From an optimization exercise on the open Yosys and OpenROAD flow, aimed at small area, a short achievable clock period and few clock cycles per item; shortcuts taken in it are not production practice. At most, simulation tests tie the RTL to the original design; equivalence was not proved. The RTL of runs 2 and 3 was laid out without a check of its function. No activity file was given, so power comes from the tool's default toggle rates.

==> flow/design.v <==
`timescale 1ns / 1ps
package col_pkg;
	localparam int COL_CAPACITY   = 64;
	localparam int COL_WORD_WIDTH = 32;
	localparam int OP_W      = 3;
	localparam int IDX_W     = 6;
	localparam int VAL_W     = 32;
	localparam int CNT_OUT_W = 7;
	localparam int ST_W      = 2;
	localparam int S_TDATA_W = 40;
	localparam int M_TDATA_W = 40;
	localparam int M_PAD_W   = M_TDATA_W - VAL_W - CNT_OUT_W;
	localparam logic [OP_W-1:0] OP_APPEND       = 3'd0;
	localparam logic [OP_W-1:0] OP_REMOVE_VALUE = 3'd1;
	localparam logic [OP_W-1:0] OP_REMOVE_INDEX = 3'd2;
	localparam logic [OP_W-1:0] OP_OVERWRITE    = 3'd3;
	localparam logic [OP_W-1:0] OP_READ         = 3'd4;
	localparam logic [OP_W-1:0] OP_SEARCH       = 3'd5;
	localparam logic [OP_W-1:0] OP_CLEAR        = 3'd6;
	localparam logic [ST_W-1:0] ST_OK   = 2'd0;
	localparam logic [ST_W-1:0] ST_MISS = 2'd1;
	localparam logic [ST_W-1:0] ST_FULL = 2'd2;
endpackage
`timescale 1ns / 1ps
module col_ctrl (
	input  logic clk,
	input  logic arst_n,
	input  logic s_tvalid,
	output logic s_tready,
	output logic m_tvalid,
	input  logic m_tready,
	output logic req_load,   
	output logic exec,       
	output logic o0_load,    
	output logic o0_from1,   
	output logic o1_load     
);
	logic r_valid_q;
	logic o0_valid_q;
	logic o1_valid_q;
	logic busy_q;
	logic accept;
	logic pop;
	logic r_valid_d;
	logic o0_valid_d;
	logic o1_valid_d;
	assign s_tready = !busy_q;
	assign m_tvalid = o0_valid_q;
	assign exec   = r_valid_q && !o1_valid_q;
	assign accept = s_tvalid && !busy_q;
	assign pop    = o0_valid_q && m_tready;
	assign req_load  = accept;
	assign r_valid_d = accept || (r_valid_q && !exec);
	assign o0_load  = !o0_valid_q || m_tready;
	assign o0_from1 = o1_valid_q;
	assign o1_load  = exec && o0_valid_q && !m_tready;
	always_comb begin
		o0_valid_d = o0_valid_q;
		o1_valid_d = o1_valid_q;
		if (o0_load) begin
			o0_valid_d = o1_valid_q || exec;
			o1_valid_d = 1'b0;
		end else if (exec) begin
			o1_valid_d = 1'b1;
		end
	end
	always_ff @(posedge clk or negedge arst_n) begin
		if (!arst_n) begin
			r_valid_q  <= 1'b0;
			o0_valid_q <= 1'b0;
			o1_valid_q <= 1'b0;
			busy_q     <= 1'b0;
		end else begin
			r_valid_q  <= r_valid_d;
			o0_valid_q <= o0_valid_d;
			o1_valid_q <= o1_valid_d;
			busy_q     <= r_valid_d && o1_valid_d;
		end
	end
endmodule
`timescale 1ns / 1ps
module col_dp #(
	parameter int CAPACITY   = col_pkg::COL_CAPACITY,
	parameter int WORD_WIDTH = col_pkg::COL_WORD_WIDTH
) (
	input  logic                          clk,
	input  logic                          arst_n,
	input  logic                          req_load,
	input  logic                          exec,
	input  logic                          o0_load,
	input  logic                          o0_from1,
	input  logic                          o1_load,
	input  logic [col_pkg::OP_W-1:0]      in_op,
	input  logic [col_pkg::IDX_W-1:0]     in_idx,
	input  logic [col_pkg::VAL_W-1:0]     in_value,
	output logic [col_pkg::VAL_W-1:0]     out_data,
	output logic [col_pkg::CNT_OUT_W-1:0] out_count,
	output logic [col_pkg::ST_W-1:0]      out_st
);
	localparam int N  = CAPACITY;
	localparam int CW = col_pkg::CNT_OUT_W;
	logic [col_pkg::OP_W-1:0]  op_q;
	logic [col_pkg::IDX_W-1:0] idx_q;
	logic [WORD_WIDTH-1:0]     val_q;
	always_ff @(posedge clk) begin
		if (req_load) begin
			op_q  <= in_op;
			idx_q <= in_idx;
			val_q <= WORD_WIDTH'(in_value);
		end
	end
	logic [WORD_WIDTH-1:0] ent_q [N];
	logic [N-1:0]          vld_q;    
	logic [CW-1:0]         cnt_q;
	logic is_app, is_rmv, is_rmi, is_rm, is_ovw, is_read, is_srch, is_clr;
	assign is_app  = (op_q == col_pkg::OP_APPEND);
	assign is_rmv  = (op_q == col_pkg::OP_REMOVE_VALUE);
	assign is_rmi  = (op_q == col_pkg::OP_REMOVE_INDEX);
	assign is_rm   = is_rmv || is_rmi;
	assign is_ovw  = (op_q == col_pkg::OP_OVERWRITE);
	assign is_read = (op_q == col_pkg::OP_READ);
	assign is_srch = (op_q == col_pkg::OP_SEARCH);
	assign is_clr  = (op_q == col_pkg::OP_CLEAR);
	logic [N-1:0] match;     
	logic [N-1:0] idx_oh;    
	logic [N-1:0] sel;
	logic [N-1:0] mask;      
	logic [N-1:0] app_oh;    
	logic         hit;       
	logic         idx_ok;    
	logic         full;
	always_comb begin
		for (int k = 0; k < N; k++) begin
			match[k]  = (ent_q[k] == val_q);
			idx_oh[k] = (idx_q == col_pkg::IDX_W'(k));
			app_oh[k] = vld_q[k] ? 1'b0 : ((k == 0) ? 1'b1 : vld_q[k-1]);
		end
	end
	assign sel = is_rmv ? match : idx_oh;
	always_comb begin
		mask[0] = sel[0];
		for (int k = 1; k < N; k++) begin
			mask[k] = mask[k-1] || sel[k];
		end
	end
	assign hit    = |(match & vld_q);
	assign idx_ok = |(idx_oh & vld_q);
	assign full   = vld_q[N-1];
	logic rm_ok;
	assign rm_ok = is_rmv ? hit : (is_rmi && idx_ok);
	for (genvar k = 0; k < N; k++) begin : g_ent
		logic                  mv;
		logic                  wr;
		logic [WORD_WIDTH-1:0] nxt;
		assign mv  = is_rm && mask[k];
		assign wr  = (is_app && app_oh[k]) || (is_ovw && idx_oh[k]);
		if (k == N - 1) begin : g_last
			assign nxt = val_q;
		end else begin : g_mid
			assign nxt = ent_q[k+1];
		end
		always_ff @(posedge clk) begin
			if (exec && (mv || wr)) begin
				ent_q[k] <= mv ? nxt : val_q;
			end
		end
	end
	always_ff @(posedge clk or negedge arst_n) begin
		if (!arst_n) begin
			vld_q <= '0;
			cnt_q <= '0;
		end else if (exec) begin
			if (is_clr) begin
				vld_q <= '0;
				cnt_q <= '0;
			end else if (is_app && !full) begin
				vld_q <= {vld_q[N-2:0], 1'b1};
				cnt_q <= cnt_q + CW'(1);
			end else if (rm_ok) begin
				vld_q <= {1'b0, vld_q[N-1:1]};
				cnt_q <= cnt_q - CW'(1);
			end
		end
	end
	logic [WORD_WIDTH-1:0]     rd_word;
	logic [col_pkg::VAL_W-1:0] res_data;
	logic [CW-1:0]             res_cnt;
	logic [col_pkg::ST_W-1:0]  res_st;
	assign rd_word = ent_q[idx_q];
	always_comb begin
		res_data = '0;
		res_st   = col_pkg::ST_OK;
		res_cnt  = cnt_q;
		if (is_clr) begin
			res_cnt = '0;
		end else if (is_app) begin
			if (full) res_st  = col_pkg::ST_FULL;
			else      res_cnt = cnt_q + CW'(1);
		end else if (is_rm || is_ovw || is_read || is_srch) begin
			if (rm_ok) res_cnt = cnt_q - CW'(1);
			if (is_rmv || is_srch) begin
				if (!hit) res_st = col_pkg::ST_MISS;
			end else if (!idx_ok) begin
				res_st = col_pkg::ST_MISS;
			end
			if (is_read && idx_ok) res_data = rd_word;
			if (is_srch && hit)    res_data = val_q;
		end
	end
	logic [col_pkg::VAL_W-1:0] o1_data;
	logic [CW-1:0]             o1_cnt;
	logic [col_pkg::ST_W-1:0]  o1_st;
	always_ff @(posedge clk) begin
		if (o1_load) begin
			o1_data <= res_data;
			o1_cnt  <= res_cnt;
			o1_st   <= res_st;
		end
		if (o0_load) begin
			out_data  <= o0_from1 ? o1_data : res_data;
			out_count <= o0_from1 ? o1_cnt  : res_cnt;
			out_st    <= o0_from1 ? o1_st   : res_st;
		end
	end
endmodule
`timescale 1ns / 1ps
module compacting_ordered_list #(
	parameter int CAPACITY   = col_pkg::COL_CAPACITY,
	parameter int WORD_WIDTH = col_pkg::COL_WORD_WIDTH
) (
	input  logic                 clk,
	input  logic                 arst_n,
	input  logic                 s_tvalid,
	output logic                 s_tready,
	input  logic [col_pkg::S_TDATA_W-1:0] s_tdata,   
	input  logic [col_pkg::OP_W-1:0]      s_tuser,   
	output logic                 m_tvalid,
	input  logic                 m_tready,
	output logic [col_pkg::M_TDATA_W-1:0] m_tdata,   
	output logic [col_pkg::ST_W-1:0]      m_tuser    
);
	logic req_load, exec, o0_load, o0_from1, o1_load;
	logic [col_pkg::VAL_W-1:0]     out_data;
	logic [col_pkg::CNT_OUT_W-1:0] out_count;
	logic [col_pkg::ST_W-1:0]      out_st;
	col_ctrl u_ctrl (
		.clk      (clk),
		.arst_n   (arst_n),
		.s_tvalid (s_tvalid),
		.s_tready (s_tready),
		.m_tvalid (m_tvalid),
		.m_tready (m_tready),
		.req_load (req_load),
		.exec     (exec),
		.o0_load  (o0_load),
		.o0_from1 (o0_from1),
		.o1_load  (o1_load)
	);
	col_dp #(
		.CAPACITY   (CAPACITY),
		.WORD_WIDTH (WORD_WIDTH)
	) u_dp (
		.clk       (clk),
		.arst_n    (arst_n),
		.req_load  (req_load),
		.exec      (exec),
		.o0_load   (o0_load),
		.o0_from1  (o0_from1),
		.o1_load   (o1_load),
		.in_op     (s_tuser),
		.in_idx    (s_tdata[col_pkg::IDX_W-1:0]),
		.in_value  (s_tdata[col_pkg::IDX_W+col_pkg::VAL_W-1:col_pkg::IDX_W]),
		.out_data  (out_data),
		.out_count (out_count),
		.out_st    (out_st)
	);
	assign m_tdata = {{col_pkg::M_PAD_W{1'b0}}, out_count, out_data};
	assign m_tuser = out_st;
endmodule
==> flow/run.sh <==
#!/bin/bash
# synth_recipe.tcl (not shown) runs the flow's synth.tcl, then flattens the netlist and writes it again
# the make line also repeats each setting of config.mk as NAME=value (left out here)
make -C /OpenROAD-flow-scripts/flow DESIGN_CONFIG=/design/flow/config.mk WORK_HOME=/design/flow/orfs CLKGATE_MAP_FILE= SYNTH_SCRIPT=/design/flow/synth_recipe.tcl finish
==> flow/config.mk <==
export PLATFORM = sky130hd
export DESIGN_NAME = compacting_ordered_list
export DESIGN_NICKNAME = compacting_ordered_list
export VERILOG_FILES = /design/flow/design.v
export SDC_FILE = /design/flow/constraint.sdc
export NUM_CORES = 4
export LEC_CHECK = 0
export CAP_MARGIN = 20
export CORE_MARGIN = 2
export CORE_UTILIZATION = 40
export SLEW_MARGIN = 20
==> flow/constraint.sdc <==
create_clock -name core_clock -period 10.0 [get_ports {clk}]
set_input_delay 2.0000 -clock core_clock [delete_from_list [all_inputs] [get_ports {clk}]]
set_output_delay 2.0000 -clock core_clock [all_outputs]
set_load 0.01 [all_outputs]
==> metrics.md, run 1 <==
| Metric | Value |
|---|---|
| Log Error | `[ERROR GRT-0116] Global routing finished with congestion. Check the congestion regions in the DRC Viewer.` |
| Final HPWL DP | `866 mm` |
| I/O Buffers | `87` |
| Post-synth top flop | `edfxtp_1` |
| Synth Cell Area | `0.132 sq mm` |
| Io pins | `91` |
| Synth top cells by count | `edfxtp_1, xnor2_1, nand2_1, mux2_2, o21ai_0` |
| Synth warnings | `3` |
| Die Ht | `578 microns` |
| Vias in the first global route | `141k` |
| Setup WS pre-CTS | `2580 ps` |
| Pin count of the biggest net entering global routing | `82` |
| Max Root-Sink Buffers | `4` |
| Async set or reset register ratio after synthesis | `3.34%` |
| Synth unique cells | `84` |
| Post-CTS setup buffer count | `0` |
| Post-synth EDFFs | `2171` |
| Top cells by area, synth | `edfxtp_1, xnor2_1, mux2_2, a22oi_1, xor2_1` |
| Mapped Nets | `11.6k` |
| Cell count after synthesis | `11.5k` |
| Last stage | `global routing` |
| Post-synthesis sequential area ratio | `50.8%` |
| Die span in x | `578 microns` |
| Congestion Overflow GR | `2071` |
| TritonCTS buffer count | `277` |
| First-pass GRT wire length | `1750 mm` |
| CTS root buf | `clkbuf_16` |
| RePlAce Congestion | `1.56` |
| Most frequent cell after synthesis | `edfxtp_1` |
| Gr usage total | `79.3%` |
| Rows | `210` |
| Leading area contributor after synthesis | `edfxtp_1` |
| Mapped Avg Cell Area | `11.5 sq um` |
| Clock sinks | `2246` |
| Hold Buf Count CTS | `0` |
| H-tree levels | `5` |
| Area share of the largest cell type after synthesis | `49.4%` |
| Post_cts resized | `0` |
| Area post-placement | `0.140 sq mm` |
| Initial Util | `40.3%` |
| Seq cells post-synth | `2246` |
| Status | `stopped before the end` |
[metal layers]
layer / overflow / track usage [%]
met4: 613 / 70.5
met2: 946 / 86.7
met1: 213 / 82.1
met3: 276 / 73.5
met5: 23 / 57.9
[power groups by stage]
stage,Combinational [mW],Clock [mW],Sequential [mW]
4_1_cts,4.95,10.4,12.2
3_5_place_dp,4.93,0,12.4
3_3_place_gp,4.89,0,12.4
2_1_floorplan,2.83,0,11.5
[cell families after synthesis]
logic type	count (synthesis)	synth area share, %
DFF	2246	50.8
buffers and inverters	1180	4.24
muxes	1172	10.2
AOI/OAI and AO/OA	2428	12.1
xor gates and xnor gates	2051	13.6
other	1	0.00284
adders and majority gates	2	0.0190
and+or+nand+nor	2446	9.05
[through the flow]
stage / hold slack, ps / cells
2_1_floorplan: 428 / 11500
3_3_place_gp: 536 / 15400
3_5_place_dp: 520 / 15400
4_1_cts: 543 / 15900
[worst min path at each step]
stage,to,slack [ps],from
after detailed placement,u_dp.out_count[6],520,u_dp.o1_cnt[6]
after CTS,u_dp.out_count[6],540,u_dp.o1_cnt[6]
after global placement,u_dp.out_data[13],540,u_dp.o1_data[13]
after floorplan,u_dp.ent_q[63][0],430,u_dp.val_q[0]
Testbench counts, summed over its fixed seeds: cycles 12,016, items 12,000.
==> run 2: changes to the inputs <==
--- a/flow/design.v
+++ b/flow/design.v
@@ -30,27 +30,30 @@
 	output logic m_tvalid,
 	input  logic m_tready,
 	output logic req_load,   
+	output logic adv,        
 	output logic exec,       
 	output logic o0_load,    
 	output logic o0_from1,   
 	output logic o1_load     
 );
-	logic r_valid_q;
+	logic v1_q;
+	logic v2_q;
 	logic o0_valid_q;
 	logic o1_valid_q;
 	logic busy_q;
 	logic accept;
-	logic pop;
-	logic r_valid_d;
+	logic v1_d;
+	logic v2_d;
 	logic o0_valid_d;
 	logic o1_valid_d;
 	assign s_tready = !busy_q;
 	assign m_tvalid = o0_valid_q;
-	assign exec   = r_valid_q && !o1_valid_q;
+	assign exec   = v2_q && !o1_valid_q;
+	assign adv    = v1_q && (!v2_q || exec);
 	assign accept = s_tvalid && !busy_q;
-	assign pop    = o0_valid_q && m_tready;
-	assign req_load  = accept;
-	assign r_valid_d = accept || (r_valid_q && !exec);
+	assign req_load = accept;
+	assign v1_d     = accept || (v1_q && !adv);
+	assign v2_d     = adv || (v2_q && !exec);
 	assign o0_load  = !o0_valid_q || m_tready;
 	assign o0_from1 = o1_valid_q;
 	assign o1_load  = exec && o0_valid_q && !m_tready;
@@ -66,15 +69,17 @@
 	end
 	always_ff @(posedge clk or negedge arst_n) begin
 		if (!arst_n) begin
-			r_valid_q  <= 1'b0;
+			v1_q       <= 1'b0;
+			v2_q       <= 1'b0;
 			o0_valid_q <= 1'b0;
 			o1_valid_q <= 1'b0;
 			busy_q     <= 1'b0;
 		end else begin
-			r_valid_q  <= r_valid_d;
+			v1_q       <= v1_d;
+			v2_q       <= v2_d;
 			o0_valid_q <= o0_valid_d;
 			o1_valid_q <= o1_valid_d;
-			busy_q     <= r_valid_d && o1_valid_d;
+			busy_q     <= v1_d && v2_d && o1_valid_d;
 		end
 	end
 endmodule
@@ -86,6 +91,7 @@
 	input  logic                          clk,
 	input  logic                          arst_n,
 	input  logic                          req_load,
+	input  logic                          adv,
 	input  logic                          exec,
 	input  logic                          o0_load,
 	input  logic                          o0_from1,
@@ -99,14 +105,35 @@
 );
 	localparam int N  = CAPACITY;
 	localparam int CW = col_pkg::CNT_OUT_W;
+	logic [col_pkg::OP_W-1:0]  op1_q;
+	logic [col_pkg::IDX_W-1:0] idx1_q;
+	logic [WORD_WIDTH-1:0]     val1_q;
+	always_ff @(posedge clk) begin
+		if (req_load) begin
+			op1_q  <= in_op;
+			idx1_q <= in_idx;
+			val1_q <= WORD_WIDTH'(in_value);
+		end
+	end
 	logic [col_pkg::OP_W-1:0]  op_q;
 	logic [col_pkg::IDX_W-1:0] idx_q;
 	logic [WORD_WIDTH-1:0]     val_q;
+	logic [N-1:0]              match;    
+	logic [N-1:0]              match_d;
+	logic [N-1:0]              idx_oh;   
+	logic [N-1:0]              idx_oh_d;
+	always_comb begin
+		for (int k = 0; k < N; k++) begin
+			idx_oh_d[k] = (idx1_q == col_pkg::IDX_W'(k));
+		end
+	end
 	always_ff @(posedge clk) begin
-		if (req_load) begin
-			op_q  <= in_op;
-			idx_q <= in_idx;
-			val_q <= WORD_WIDTH'(in_value);
+		if (adv) begin
+			op_q   <= op1_q;
+			idx_q  <= idx1_q;
+			val_q  <= val1_q;
+			match  <= match_d;
+			idx_oh <= idx_oh_d;
 		end
 	end
 	logic [WORD_WIDTH-1:0] ent_q [N];
@@ -121,48 +148,64 @@
 	assign is_read = (op_q == col_pkg::OP_READ);
 	assign is_srch = (op_q == col_pkg::OP_SEARCH);
 	assign is_clr  = (op_q == col_pkg::OP_CLEAR);
-	logic [N-1:0] match;     
-	logic [N-1:0] idx_oh;    
-	logic [N-1:0] sel;
-	logic [N-1:0] mask;      
+	logic [N-1:0] idx_th;    
+	logic [N-1:0] pm;        
 	logic [N-1:0] app_oh;    
 	logic         hit;       
 	logic         idx_ok;    
 	logic         full;
 	always_comb begin
 		for (int k = 0; k < N; k++) begin
-			match[k]  = (ent_q[k] == val_q);
-			idx_oh[k] = (idx_q == col_pkg::IDX_W'(k));
+			idx_th[k] = (col_pkg::IDX_W'(k) >= idx_q);
 			app_oh[k] = vld_q[k] ? 1'b0 : ((k == 0) ? 1'b1 : vld_q[k-1]);
 		end
 	end
-	assign sel = is_rmv ? match : idx_oh;
+	logic [N-1:0] pre [7];
 	always_comb begin
-		mask[0] = sel[0];
-		for (int k = 1; k < N; k++) begin
-			mask[k] = mask[k-1] || sel[k];
+		pre[0] = match;
+		for (int l = 0; l < 6; l++) begin
+			for (int k = 0; k < N; k++) begin
+				pre[l+1][k] = pre[l][k] || ((k >= (1 << l)) ? pre[l][k - (1 << l)] : 1'b0);
+			end
 		end
 	end
+	assign pm = pre[6];
 	assign hit    = |(match & vld_q);
 	assign idx_ok = |(idx_oh & vld_q);
 	assign full   = vld_q[N-1];
 	logic rm_ok;
 	assign rm_ok = is_rmv ? hit : (is_rmi && idx_ok);
+	logic [N-1:0] mv_v;
+	logic [N-1:0] wr_v;
 	for (genvar k = 0; k < N; k++) begin : g_ent
 		logic                  mv;
 		logic                  wr;
+		logic                  hold;
 		logic [WORD_WIDTH-1:0] nxt;
-		assign mv  = is_rm && mask[k];
-		assign wr  = (is_app && app_oh[k]) || (is_ovw && idx_oh[k]);
+		assign mv   = exec && ((is_rmv && pm[k]) || (is_rmi && idx_th[k]));
+		assign wr   = exec && ((is_app && app_oh[k]) || (is_ovw && idx_oh[k]));
+		assign hold = !(mv || wr);
+		assign mv_v[k] = mv;
+		assign wr_v[k] = wr;
 		if (k == N - 1) begin : g_last
 			assign nxt = val_q;
 		end else begin : g_mid
 			assign nxt = ent_q[k+1];
 		end
 		always_ff @(posedge clk) begin
-			if (exec && (mv || wr)) begin
-				ent_q[k] <= mv ? nxt : val_q;
-			end
+			ent_q[k] <= ({WORD_WIDTH{mv}} & nxt) | ({WORD_WIDTH{wr}} & val_q)
+				| ({WORD_WIDTH{hold}} & ent_q[k]);
+		end
+	end
+	logic [N-1:0] m1;
+	logic         eqv;       
+	assign eqv = (val1_q == val_q);
+	for (genvar k = 0; k < N; k++) begin : g_m1
+		assign m1[k] = (ent_q[k] == val1_q);
+		if (k == N - 1) begin : g_last
+			assign match_d[k] = (mv_v[k] || wr_v[k]) ? eqv : m1[k];
+		end else begin : g_mid
+			assign match_d[k] = mv_v[k] ? m1[k+1] : (wr_v[k] ? eqv : m1[k]);
 		end
 	end
 	always_ff @(posedge clk or negedge arst_n) begin
@@ -186,7 +229,12 @@
 	logic [col_pkg::VAL_W-1:0] res_data;
 	logic [CW-1:0]             res_cnt;
 	logic [col_pkg::ST_W-1:0]  res_st;
-	assign rd_word = ent_q[idx_q];
+	always_comb begin
+		rd_word = '0;
+		for (int k = 0; k < N; k++) begin
+			rd_word = rd_word | ({WORD_WIDTH{is_read && idx_oh[k] && vld_q[k]}} & ent_q[k]);
+		end
+	end
 	always_comb begin
 		res_data = '0;
 		res_st   = col_pkg::ST_OK;
@@ -203,8 +251,8 @@
 			end else if (!idx_ok) begin
 				res_st = col_pkg::ST_MISS;
 			end
-			if (is_read && idx_ok) res_data = rd_word;
-			if (is_srch && hit)    res_data = val_q;
+			res_data = rd_word;
+			if (is_srch && hit) res_data = val_q;
 		end
 	end
 	logic [col_pkg::VAL_W-1:0] o1_data;
@@ -239,7 +287,7 @@
 	output logic [col_pkg::M_TDATA_W-1:0] m_tdata,   
 	output logic [col_pkg::ST_W-1:0]      m_tuser    
 );
-	logic req_load, exec, o0_load, o0_from1, o1_load;
+	logic req_load, adv, exec, o0_load, o0_from1, o1_load;
 	logic [col_pkg::VAL_W-1:0]     out_data;
 	logic [col_pkg::CNT_OUT_W-1:0] out_count;
 	logic [col_pkg::ST_W-1:0]      out_st;
@@ -251,6 +299,7 @@
 		.m_tvalid (m_tvalid),
 		.m_tready (m_tready),
 		.req_load (req_load),
+		.adv      (adv),
 		.exec     (exec),
 		.o0_load  (o0_load),
 		.o0_from1 (o0_from1),
@@ -263,6 +312,7 @@
 		.clk       (clk),
 		.arst_n    (arst_n),
 		.req_load  (req_load),
+		.adv       (adv),
 		.exec      (exec),
 		.o0_load   (o0_load),
 		.o0_from1  (o0_from1),
--- a/flow/config.mk
+++ b/flow/config.mk
@@ -7,5 +7,7 @@
 export LEC_CHECK = 0
 export CAP_MARGIN = 20
 export CORE_MARGIN = 2
-export CORE_UTILIZATION = 40
+export CORE_UTILIZATION = 33
+export PLACE_DENSITY = 0.4
+export SETUP_SLACK_MARGIN = 5
 export SLEW_MARGIN = 20
==> run 2 against run 1 <==
The flow again stops in global routing; synthesized area is 1.4% lower; synthesized cell count up 31%.
==> metrics.md, run 2 <==
| Metric | Value |
|---|---|
| Status | `stopped before the end` |
| Last stage | `global routing` |
| Log Error | `[ERROR GRT-0116] Global routing finished with congestion. Check the congestion regions in the DRC Viewer.` |
| Die span in x | `632 microns (+9.2%)` |
| H-tree levels | `5 (unchanged)` |
| Vias in the first global route | `175k` |
| Post-synth EDFFs | `292 (-87%)` |
| Rows | `230 (+9.5%)` |
| CTS root buf | `clkbuf_16` |
| Final HPWL DP | `966 mm (+12%)` |
| Pin count of the biggest net entering global routing | `142` |
| Most frequent cell after synthesis | `a22oi_1` |
| Seq cells post-synth | `2416 (+7.6%)` |
| Cell count after synthesis | `15.1k (+31%)` |
| TritonCTS buffer count | `292 (+5.4%)` |
| RePlAce Congestion | `1.54 (-1.4%)` |
| Area share of the largest cell type after synthesis | `31.5% (-18 points)` |
| Mapped Avg Cell Area | `8.60 sq um (-25%)` |
| Synth warnings | `4 (+1)` |
| Async set or reset register ratio after synthesis | `3.15% (-0.19 points)` |
| Clock sinks | `2416 (+7.6%)` |
| Synth unique cells | `77 (-8.3%)` |
| Mapped Nets | `15.2k (+31%)` |
| Post-synth top flop | `dfxtp_1` |
| Post-synthesis sequential area ratio | `39.7% (-11 points)` |
| Io pins | `91 (unchanged)` |
| Congestion Overflow GR | `1259` |
| Leading area contributor after synthesis | `dfxtp_1` |
| Die Ht | `632 microns (+9.2%)` |
| Top cells by area, synth | `dfxtp_1, a22oi_1, xor2_1, nand2_1, edfxtp_1` |
| Gr usage total | `75.3%` |
| Setup WS pre-CTS | `3410 ps (+830 ps)` |
| Max Root-Sink Buffers | `4 (unchanged)` |
| Synth Cell Area | `0.130 sq mm (-1.4%)` |
| First-pass GRT wire length | `2030 mm` |
| Synth top cells by count | `a22oi_1, nand2_1, dfxtp_1, clkbuf_1, xor2_1` |
| Dpl cells | `19.6k (+27%)` |
| Initial Util | `33.1% (-7.1 points)` |
| I/O Buffers | `87 (unchanged)` |
-- run 2: repair_timing --
item                                    CTS
endpoints found under the setup margin   65
gates resized for setup                  39
pin swaps                                17
hold buffers                              0
buffers inserted                         16
cloned                                    1
-- run 2: logic make-up after synthesis --
family	after synthesis	synth area share (%)
simple gates	4035	13.8
mux	87	0.735
flops	2416	39.7
other cells	1	0.00288
xor+xnor	2083	14.0
fa+ha+maj	2	0.0192
buf+inv	1788	5.25
compound gates	4723	26.4
-- run 2: worst min path at each step --
stage | depth (start not counted) | end
CTS | 0 | u_dp.op_q[2]
global placement | 0 | u_dp.op_q[2]
floorplan | 0 | u_dp.op_q[0]
detailed placement | 0 | u_dp.op_q[2]
-- run 2: metal layers --
layer	track usage (%)	overflow
met1	77.1	157
met3	71.2	196
met2	82.0	528
met4	68.4	366
met5	49.7	12
-- run 2: through the flow --
stage | instance area (sq um) | utilization (%)
2_1_floorplan | 130000 | -
4_1_cts | 149000 | 38.0
3_5_place_dp | 139000 | 35.3
3_3_place_gp | 139000 | 35.3
-- run 2: power by group through the flow --
| stage | Clock, mW | Combinational [mW] | Sequential [mW] |
|---|---|---|---|
| 3_3_place_gp | 0 | 12.9 | 26.9 |
| 3_5_place_dp | 0 | 13.1 | 27.1 |
| 4_1_cts | 11.6 | 13.3 | 26.9 |
| 2_1_floorplan | 0 | 8.23 | 17.5 |
==> run 3: changes to the inputs <==
==> flow/flow/run.sh (new file) <==
#!/bin/bash
set -o pipefail
MARGIN=${MARGIN:-6.3}
bash standard.sh SETUP_SLACK_MARGIN=$MARGIN finish > standard_make.log 2>&1
status=$?
tail -40 standard_make.log
exit $status
==> flow/standard.sh (new file) <==
#!/bin/bash
# synth_recipe.tcl (not shown) runs the flow's synth.tcl, then flattens the netlist and writes it again
# the make line also repeats each setting of config.mk as NAME=value (left out here)
make -C /OpenROAD-flow-scripts/flow DESIGN_CONFIG=/design/flow/config.mk WORK_HOME=/design/flow/orfs CLKGATE_MAP_FILE= SYNTH_SCRIPT=/design/flow/synth_recipe.tcl "${@:-finish}"
--- a/flow/config.mk
+++ b/flow/config.mk
@@ -9,5 +9,4 @@
 export CORE_MARGIN = 2
 export CORE_UTILIZATION = 33
 export PLACE_DENSITY = 0.4
-export SETUP_SLACK_MARGIN = 5
 export SLEW_MARGIN = 20
removed: flow/run.sh
==> run 3 against run 2 <==
The flow again stops in global routing; synthesized area unchanged; synthesized cell count stayed put.
==> metrics.md, run 3 <==
| Metric | Value |
|---|---|
| Final HPWL DP | `961 mm (-0.50%)` |
| Log Error | `[ERROR GRT-0116] Global routing finished with congestion. Check the congestion regions in the DRC Viewer.` |
| Cell count after synthesis | `15.1k (unchanged)` |
| Vias in the first global route | `179k` |
| Leading area contributor after synthesis | `dfxtp_1` |
| Gr usage total | `77.7%` |
| Top cells by area, synth | `dfxtp_1, a22oi_1, xor2_1, nand2_1, edfxtp_1` |
| Clock sinks | `2416 (unchanged)` |
| TritonCTS buffer count | `291 (-0.34%)` |
| Synth top cells by count | `a22oi_1, nand2_1, dfxtp_1, clkbuf_1, xor2_1` |
| Mapped Avg Cell Area | `8.60 sq um (unchanged)` |
| Die span in x | `632 microns (unchanged)` |
| Synth unique cells | `77 (unchanged)` |
| First-pass GRT wire length | `2100 mm` |
| Initial Util | `33.1% (unchanged)` |
| Seq cells post-synth | `2416 (unchanged)` |
| Most frequent cell after synthesis | `a22oi_1` |
| CTS root buf | `clkbuf_16` |
| Synth Cell Area | `0.130 sq mm (unchanged)` |
| Status | `stopped before the end` |
| Congestion Overflow GR | `1917` |
| I/O Buffers | `87 (unchanged)` |
| Pin count of the biggest net entering global routing | `182` |
| Post-synth EDFFs | `292 (unchanged)` |
| Synth warnings | `4 (unchanged)` |
| Last stage | `global routing` |
| Max Root-Sink Buffers | `4 (unchanged)` |
| RePlAce Congestion | `1.58 (+2.6%)` |
| Rows | `230 (unchanged)` |
| Post-synth top flop | `dfxtp_1` |
| Post-synthesis sequential area ratio | `39.7% (unchanged)` |
| H-tree levels | `5 (unchanged)` |
| Async set or reset register ratio after synthesis | `3.15% (unchanged)` |
| Die Ht | `632 microns (unchanged)` |
| Mapped Nets | `15.2k (unchanged)` |
| Hold Buf Count CTS | `0 (unchanged)` |
| Io pins | `91 (unchanged)` |
| Area share of the largest cell type after synthesis | `31.5% (unchanged)` |
-- run 3: cell counts after synthesis --
No cell type changed its count.
-- run 3: through the flow --
stage / setup slack [ps] / cell area [sq um] / hold slack [ps] / utilization (%) / instances
2_1_floorplan: 6110 / 130000 / 400 / - / 15100
3_3_place_gp: 3390 / 139000 / 436 / 35.4 / 19600
3_5_place_dp: 3350 / 139000 / 421 / 35.4 / 19600
4_1_cts: 5740 / 156000 / 435 / 39.8 / 20400
-- run 3: worst min path at each step --
stage,start,endpoint,depth (start not counted)
2_1_floorplan,u_dp.op1_q[0],u_dp.op_q[0],0
3_3_place_gp,u_dp.op1_q[2],u_dp.op_q[2],0
3_5_place_dp,u_dp.op1_q[2],u_dp.op_q[2],0
4_1_cts,u_dp.op1_q[2],u_dp.op_q[2],0
-- run 3: power by group through the flow --
stage / clock [mW] / combinational, mW / sequential [mW]
2_1_floorplan: 0 / 8.24 / 17.5
3_3_place_gp: 0 / 13.2 / 26.7
3_5_place_dp: 0 / 13.3 / 26.8
4_1_cts: 11.5 / 13.8 / 26.7
-- run 3: what timing repair did --
item	CTS
cloned	41
setup buffers	252
gates resized for setup	1011
pin swaps	241
endpoints found under the setup margin	2281
-- run 3: kinds of logic after synthesis --
group                      share of synthesized area, %
AOI/OAI and AO/OA                                  26.4
and+or+nand+nor                                    13.8
DFF                                                39.7
xor gates and xnor gates                           14.0
buffers and inverters                              5.25
muxes                                             0.735
adders and majority gates                        0.0192
other                                           0.00288
-- run 3: metal layers --
layer | GRT overflow | global-route usage (%)
met1 | 195 | 81.1
met2 | 878 | 84.5
met3 | 199 | 71.0
met4 | 611 | 71.2
met5 | 34 | 50.1
==> run 4: changes to the inputs <==
--- a/flow/design.v
+++ b/flow/design.v
@@ -229,12 +229,28 @@
 	logic [col_pkg::VAL_W-1:0] res_data;
 	logic [CW-1:0]             res_cnt;
 	logic [col_pkg::ST_W-1:0]  res_st;
-	always_comb begin
-		rd_word = '0;
-		for (int k = 0; k < N; k++) begin
-			rd_word = rd_word | ({WORD_WIDTH{is_read && idx_oh[k] && vld_q[k]}} & ent_q[k]);
-		end
+	logic [WORD_WIDTH-1:0] rd_l0 [N/4];
+	logic [WORD_WIDTH-1:0] rd_l1 [N/16];
+	for (genvar g = 0; g < N / 4; g++) begin : g_rd0
+		col_rd4 #(.W(WORD_WIDTH)) u_rd (
+			.sel (idx_oh[4*g+3:4*g]),
+			.d0  (ent_q[4*g]),
+			.d1  (ent_q[4*g+1]),
+			.d2  (ent_q[4*g+2]),
+			.d3  (ent_q[4*g+3]),
+			.q   (rd_l0[g])
+		);
+	end
+	for (genvar h = 0; h < N / 16; h++) begin : g_rd1
+		col_or4 #(.W(WORD_WIDTH)) u_or (
+			.d0 (rd_l0[4*h]),
+			.d1 (rd_l0[4*h+1]),
+			.d2 (rd_l0[4*h+2]),
+			.d3 (rd_l0[4*h+3]),
+			.q  (rd_l1[h])
+		);
 	end
+	assign rd_word = rd_l1[0] | rd_l1[1] | rd_l1[2] | rd_l1[3];
 	always_comb begin
 		res_data = '0;
 		res_st   = col_pkg::ST_OK;
@@ -251,8 +267,8 @@
 			end else if (!idx_ok) begin
 				res_st = col_pkg::ST_MISS;
 			end
-			res_data = rd_word;
-			if (is_srch && hit) res_data = val_q;
+			if (is_read && idx_ok) res_data = rd_word;
+			if (is_srch && hit)    res_data = val_q;
 		end
 	end
 	logic [col_pkg::VAL_W-1:0] o1_data;
@@ -271,6 +287,29 @@
 		end
 	end
 endmodule
+module col_rd4 #(
+	parameter int W = 32
+) (
+	input  logic [3:0]   sel,
+	input  logic [W-1:0] d0,
+	input  logic [W-1:0] d1,
+	input  logic [W-1:0] d2,
+	input  logic [W-1:0] d3,
+	output logic [W-1:0] q
+);
+	assign q = ({W{sel[0]}} & d0) | ({W{sel[1]}} & d1) | ({W{sel[2]}} & d2) | ({W{sel[3]}} & d3);
+endmodule
+module col_or4 #(
+	parameter int W = 32
+) (
+	input  logic [W-1:0] d0,
+	input  logic [W-1:0] d1,
+	input  logic [W-1:0] d2,
+	input  logic [W-1:0] d3,
+	output logic [W-1:0] q
+);
+	assign q = d0 | d1 | d2 | d3;
+endmodule
 `timescale 1ns / 1ps
 module compacting_ordered_list #(
 	parameter int CAPACITY   = col_pkg::COL_CAPACITY,
--- a/flow/config.mk
+++ b/flow/config.mk
@@ -7,6 +7,9 @@
 export LEC_CHECK = 0
 export CAP_MARGIN = 20
 export CORE_MARGIN = 2
-export CORE_UTILIZATION = 33
-export PLACE_DENSITY = 0.4
+export CORE_UTILIZATION = 40
+export CTS_CLUSTER_DIAMETER = 100
+export CTS_CLUSTER_SIZE = 16
 export SLEW_MARGIN = 20
+export SYNTH_HIERARCHICAL = 1
+export SYNTH_MINIMUM_KEEP_SIZE = 0
==> run 4 against run 3 <==
Now clean on timing, DRC and antenna; synthesized area increased by 0.15%; synthesized cell count increased by 0.13%.
==> metrics.md, run 4 <==
| Metric | Value |
|---|---|
| Initial antenna violation count | `85` |
| Initial Util | `40.2% (+7.0 points)` |
| Slew margin rel. | `10.7%` |
| Vias | `134k` |
| Max reg flops | `2048` |
| Rows | `209 (-9.1%)` |
| Gr usage total | `42.6%` |
| Post-synth top flop | `dfxtp_1` |
| Internal power | `23.4 mW` |
| Synth warnings | `14 (+10)` |
| Most frequent cell after synthesis | `nand2_1` |
| Final HPWL DP | `496 mm (-48%)` |
| Final setup viols | `0` |
| Routed Antenna Nets | `0` |
| TritonCTS buffer count | `176 (-40%)` |
| Max stage delay cell, worst path | `or4_1` |
| P_sw | `22.8 mW` |
| Crit path buf inv count | `1` |
| Iter 0 DRT Violations | `24.6k` |
| Crit path max-delay family | `simple AND/OR/NAND/NOR gates` |
| Reg power frac | `43.3%` |
| Die Ht | `575 microns (-9.0%)` |
| Post-route DRC | `0` |
| Core box area | `0.324 sq mm` |
| Reg with most FFs | `u_dp.ent_q` |
| Clock group share of total power | `15.7%` |
| Worst-Skew Late Latency | `970 ps` |
| Worst Path Max Fanout | `33` |
| Leading area contributor after synthesis | `dfxtp_1` |
| Startpoint Class | `register` |
| Final Skew | `73.6 ps` |
| Mapped Nets | `15.2k (+0.13%)` |
| I/O Buffers | `87 (unchanged)` |
| Commonest non-fill, non-tap cell in the layout | `nand2_1` |
| Vias/cell | `7.05` |
| Synth top cells by count | `nand2_1, a22oi_1, dfxtp_1, xor2_1, clkbuf_1` |
| Max Cap Violations | `0` |
| H-tree levels | `4 (-1)` |
| Async set or reset register ratio after synthesis | `3.15% (unchanged)` |
| Cell count after synthesis | `15.2k (+0.13%)` |
| CTS root buf | `clkbuf_16` |
| Hold Buf Count CTS | `0 (unchanged)` |
| Fillers | `32.3k` |
| Total power per unit cell area | `325 mW/mm^2` |
| # nets final | `14.6k` |
| Worst Setup Path Type | `reg2reg` |
| Routed len/inst | `38.9 microns` |
| Synth unique cells | `84 (+9.1%)` |
| CTS tree | `built` |
| Min Tclk post-route | `4130 ps` |
| Total power | `46.2 mW` |
| Top cells by area, synth | `dfxtp_1, a22oi_1, nand2_1, xor2_1, edfxtp_1` |
| Most frequent cells in the layout | `nand2_1, a22oi_1, dfxtp_1` |
| HP Class | `reg2reg` |
| Sw frac | `49.4%` |
| Post-synthesis sequential area ratio | `39.7% (-0.059 points)` |
| Congestion Overflow GR | `0` |
| Io pins | `91 (unchanged)` |
| Lkg Pwr | `54.6 nW` |
| Final worst path period share | `41.3%` |
| Vias in the first global route | `119k` |
| Mapped Avg Cell Area | `8.60 sq um (about the same)` |
| Worst Tran Pin Value | `1340 ps` |
| Seq cells post-synth | `2416 (unchanged)` |
| Endpoints failing hold | `0` |
| Worst path arrival time | `4840 ps` |
| Reg2Reg Setup Slack | `5870 ps` |
| WL final | `739 mm` |
| Slew Limit Fails | `0` |
| Die span in x | `575 microns (-9.0%)` |
| Fmax | `0.242 GHz` |
| Max Root-Sink Buffers | `4 (unchanged)` |
| Critical-path cell list | `buf_4 > a22oi_1 > nand2_1 > or4_1 > nor4_2 > o21ai_0 > mux2_2` |
| Sum Neg Setup Slack | `0 ps` |
| Synth Cell Area | `0.130 sq mm (+0.15%)` |
| CTS clk-pin slew, worst paths | `80 ps` |
| Share of layout cells above drive strength 1 | `7.62%` |
| First-pass GRT wire length | `999 mm` |
| Die area | `0.330 sq mm` |
| RSZ-0062 raised after global routing | `yes` |
| RePlAce Congestion | `1.11 (-30%)` |
| Post-synth EDFFs | `292 (unchanged)` |
| Pin count of the biggest net entering global routing | `97` |
| Area share of the largest cell type after synthesis | `31.5% (-0.047 points)` |
| CP Data Required Time | `10700 ps` |
| First-pass detailed-route iteration total | `11` |
| Crit path largest cell delay | `880 ps` |
| Worst setup EP type | `register` |
| Area Overhead vs Synth | `8.95%` |
| Status | `timing/DRC/antenna clean` |
| Clock sinks | `2416 (unchanged)` |
| Peak VDD IR | `162 uV` |
| Gate power share | `41.0%` |
-- run 4: worst paths after layout --
| kind | startpoint | depth (start not counted) | to |
|---|---|---|---|
| max | u_dp.idx_oh[27] | 7 | u_dp.out_data[10] |
| max in group asynchronous | arst_n | 2 | u_dp.vld_q[48] |
| min | u_dp.op1_q[0] | 0 | u_dp.op_q[0] |
| min reg2reg | u_dp.op1_q[0] | 0 | u_dp.op_q[0] |
| max reg2reg | u_dp.idx_oh[27] | 7 | u_dp.out_data[10] |
| min in group asynchronous | arst_n | 1 | u_ctrl.v2_q |
-- run 4: cell families (layout without fill, tap and decap cells) --
| kind of cell | count (synthesis) | in the layout | share of synthesized area [%] |
|---|---|---|---|
| and+or+nand+nor | 4442 | 4445 | 14.9 |
| AOI/OAI and AO/OA | 4412 | 4420 | 25.0 |
| DFF | 2416 | 2416 | 39.7 |
| xor gates and xnor gates | 2082 | 2082 | 14.0 |
| buffers and inverters | 1689 | 1094 | 5.43 |
| muxes | 110 | 110 | 0.939 |
| adders and majority gates | 2 | 2 | 0.0192 |
| other | 1 | 72 | 0.00288 |
-- run 4: what timing repair did --
item | 4_1_cts | 5_1_grt
gates resized for setup | 169 | 117
gates cloned | 12 | 6
setup endpoints to repair | 1566 | 941
setup buffers | 22 | 20
pin swaps | 9 | 12
-- run 4: metal layers --
layer	vias up	part of all wire (%)	track usage, %
met5	-	0.067	0.0574
met1	64800	36	52.3
li1	53800	-	-
met2	11900	39	57.1
met4	50	10	35.5
met3	3144	16	18.1
-- run 4: power by group through the flow --
stage	clock [mW]	sequential, mW	combinational [mW]
global route	7.53	20.1	19.2
finish	7.27	20.0	18.9
floorplan	0	17.4	10.2
detailed placement	0	19.7	17.1
global placement	0	19.7	16.9
CTS	7.20	19.5	17.4
-- run 4: modules after synthesis (local to each module, per instance), a selection --
module                   copies in the design  cells  flops+latches  cell area, sq um
col_ctrl                                    1     19              5               226
compacting_ordered_list                     1      2              0              11.3
-- run 4: stage by stage --
| step | setup WS [ps] | cells | utilization (%) | hold slack [ps] | cell area [sq um] |
|---|---|---|---|---|---|
| 6_report | 5870 | 19000 | 43.8 | 431 | 142000 |
| 5_1_grt | 6070 | 18900 | 43.7 | 450 | 142000 |
| 4_1_cts | 6250 | 18900 | 43.5 | 432 | 141000 |
| 3_5_place_dp | 5480 | 18600 | 41.7 | 412 | 135000 |
| 3_3_place_gp | 5440 | 18600 | 41.6 | 413 | 135000 |
| 2_1_floorplan | 6050 | 15200 | - | 400 | 130000 |
-- run 4: area by class of cell --
type	instances	area [sq um]	area share, %
Antenna cell	71	178	0.125
Clock buffer	224	4630	3.26
Clock inverter	19	259	0.182
Inverter	244	932	0.657
Multi-Input combinational cell	11100	73100	51.5
Sequential cell	2416	51700	36.4
Tap cell	4325	5410	3.81
Timing Repair Buffer	607	5740	4.05
Testbench counts of run 4, summed over its fixed seeds: cycles 12,024, items 12,000.

[afterwards: timing with drivers on the ports]
How much do the figures lean on ideal ports? The routed layout below was timed once more, with nothing changed but the port constraints.
Step 1: set_driving_cell puts a clkbuf_16 on clk and a buf_2 on each other input, an assumption about the parent block.
Step 2 moves the port delays by t, midway between the first and last clock arrival at a register: inputs arrive t later, outputs are due t later. That takes back most of the time a late clock gives input paths.
a / b / c = ideal / step 1 / step 2; a / b = the first two.
run: run 4
t (ns): 1.045
setup WS [ns]: 5.865 / 5.865 / 5.865
latest minus earliest clock arrival (ns): 0.074 / 0.074
cell pins on the clock port's net: 1
After both steps setup and hold are still met in run 4. The setup slack of run 4 moves by 0.000 ns with the drivers and by 0.000 ns with both steps.
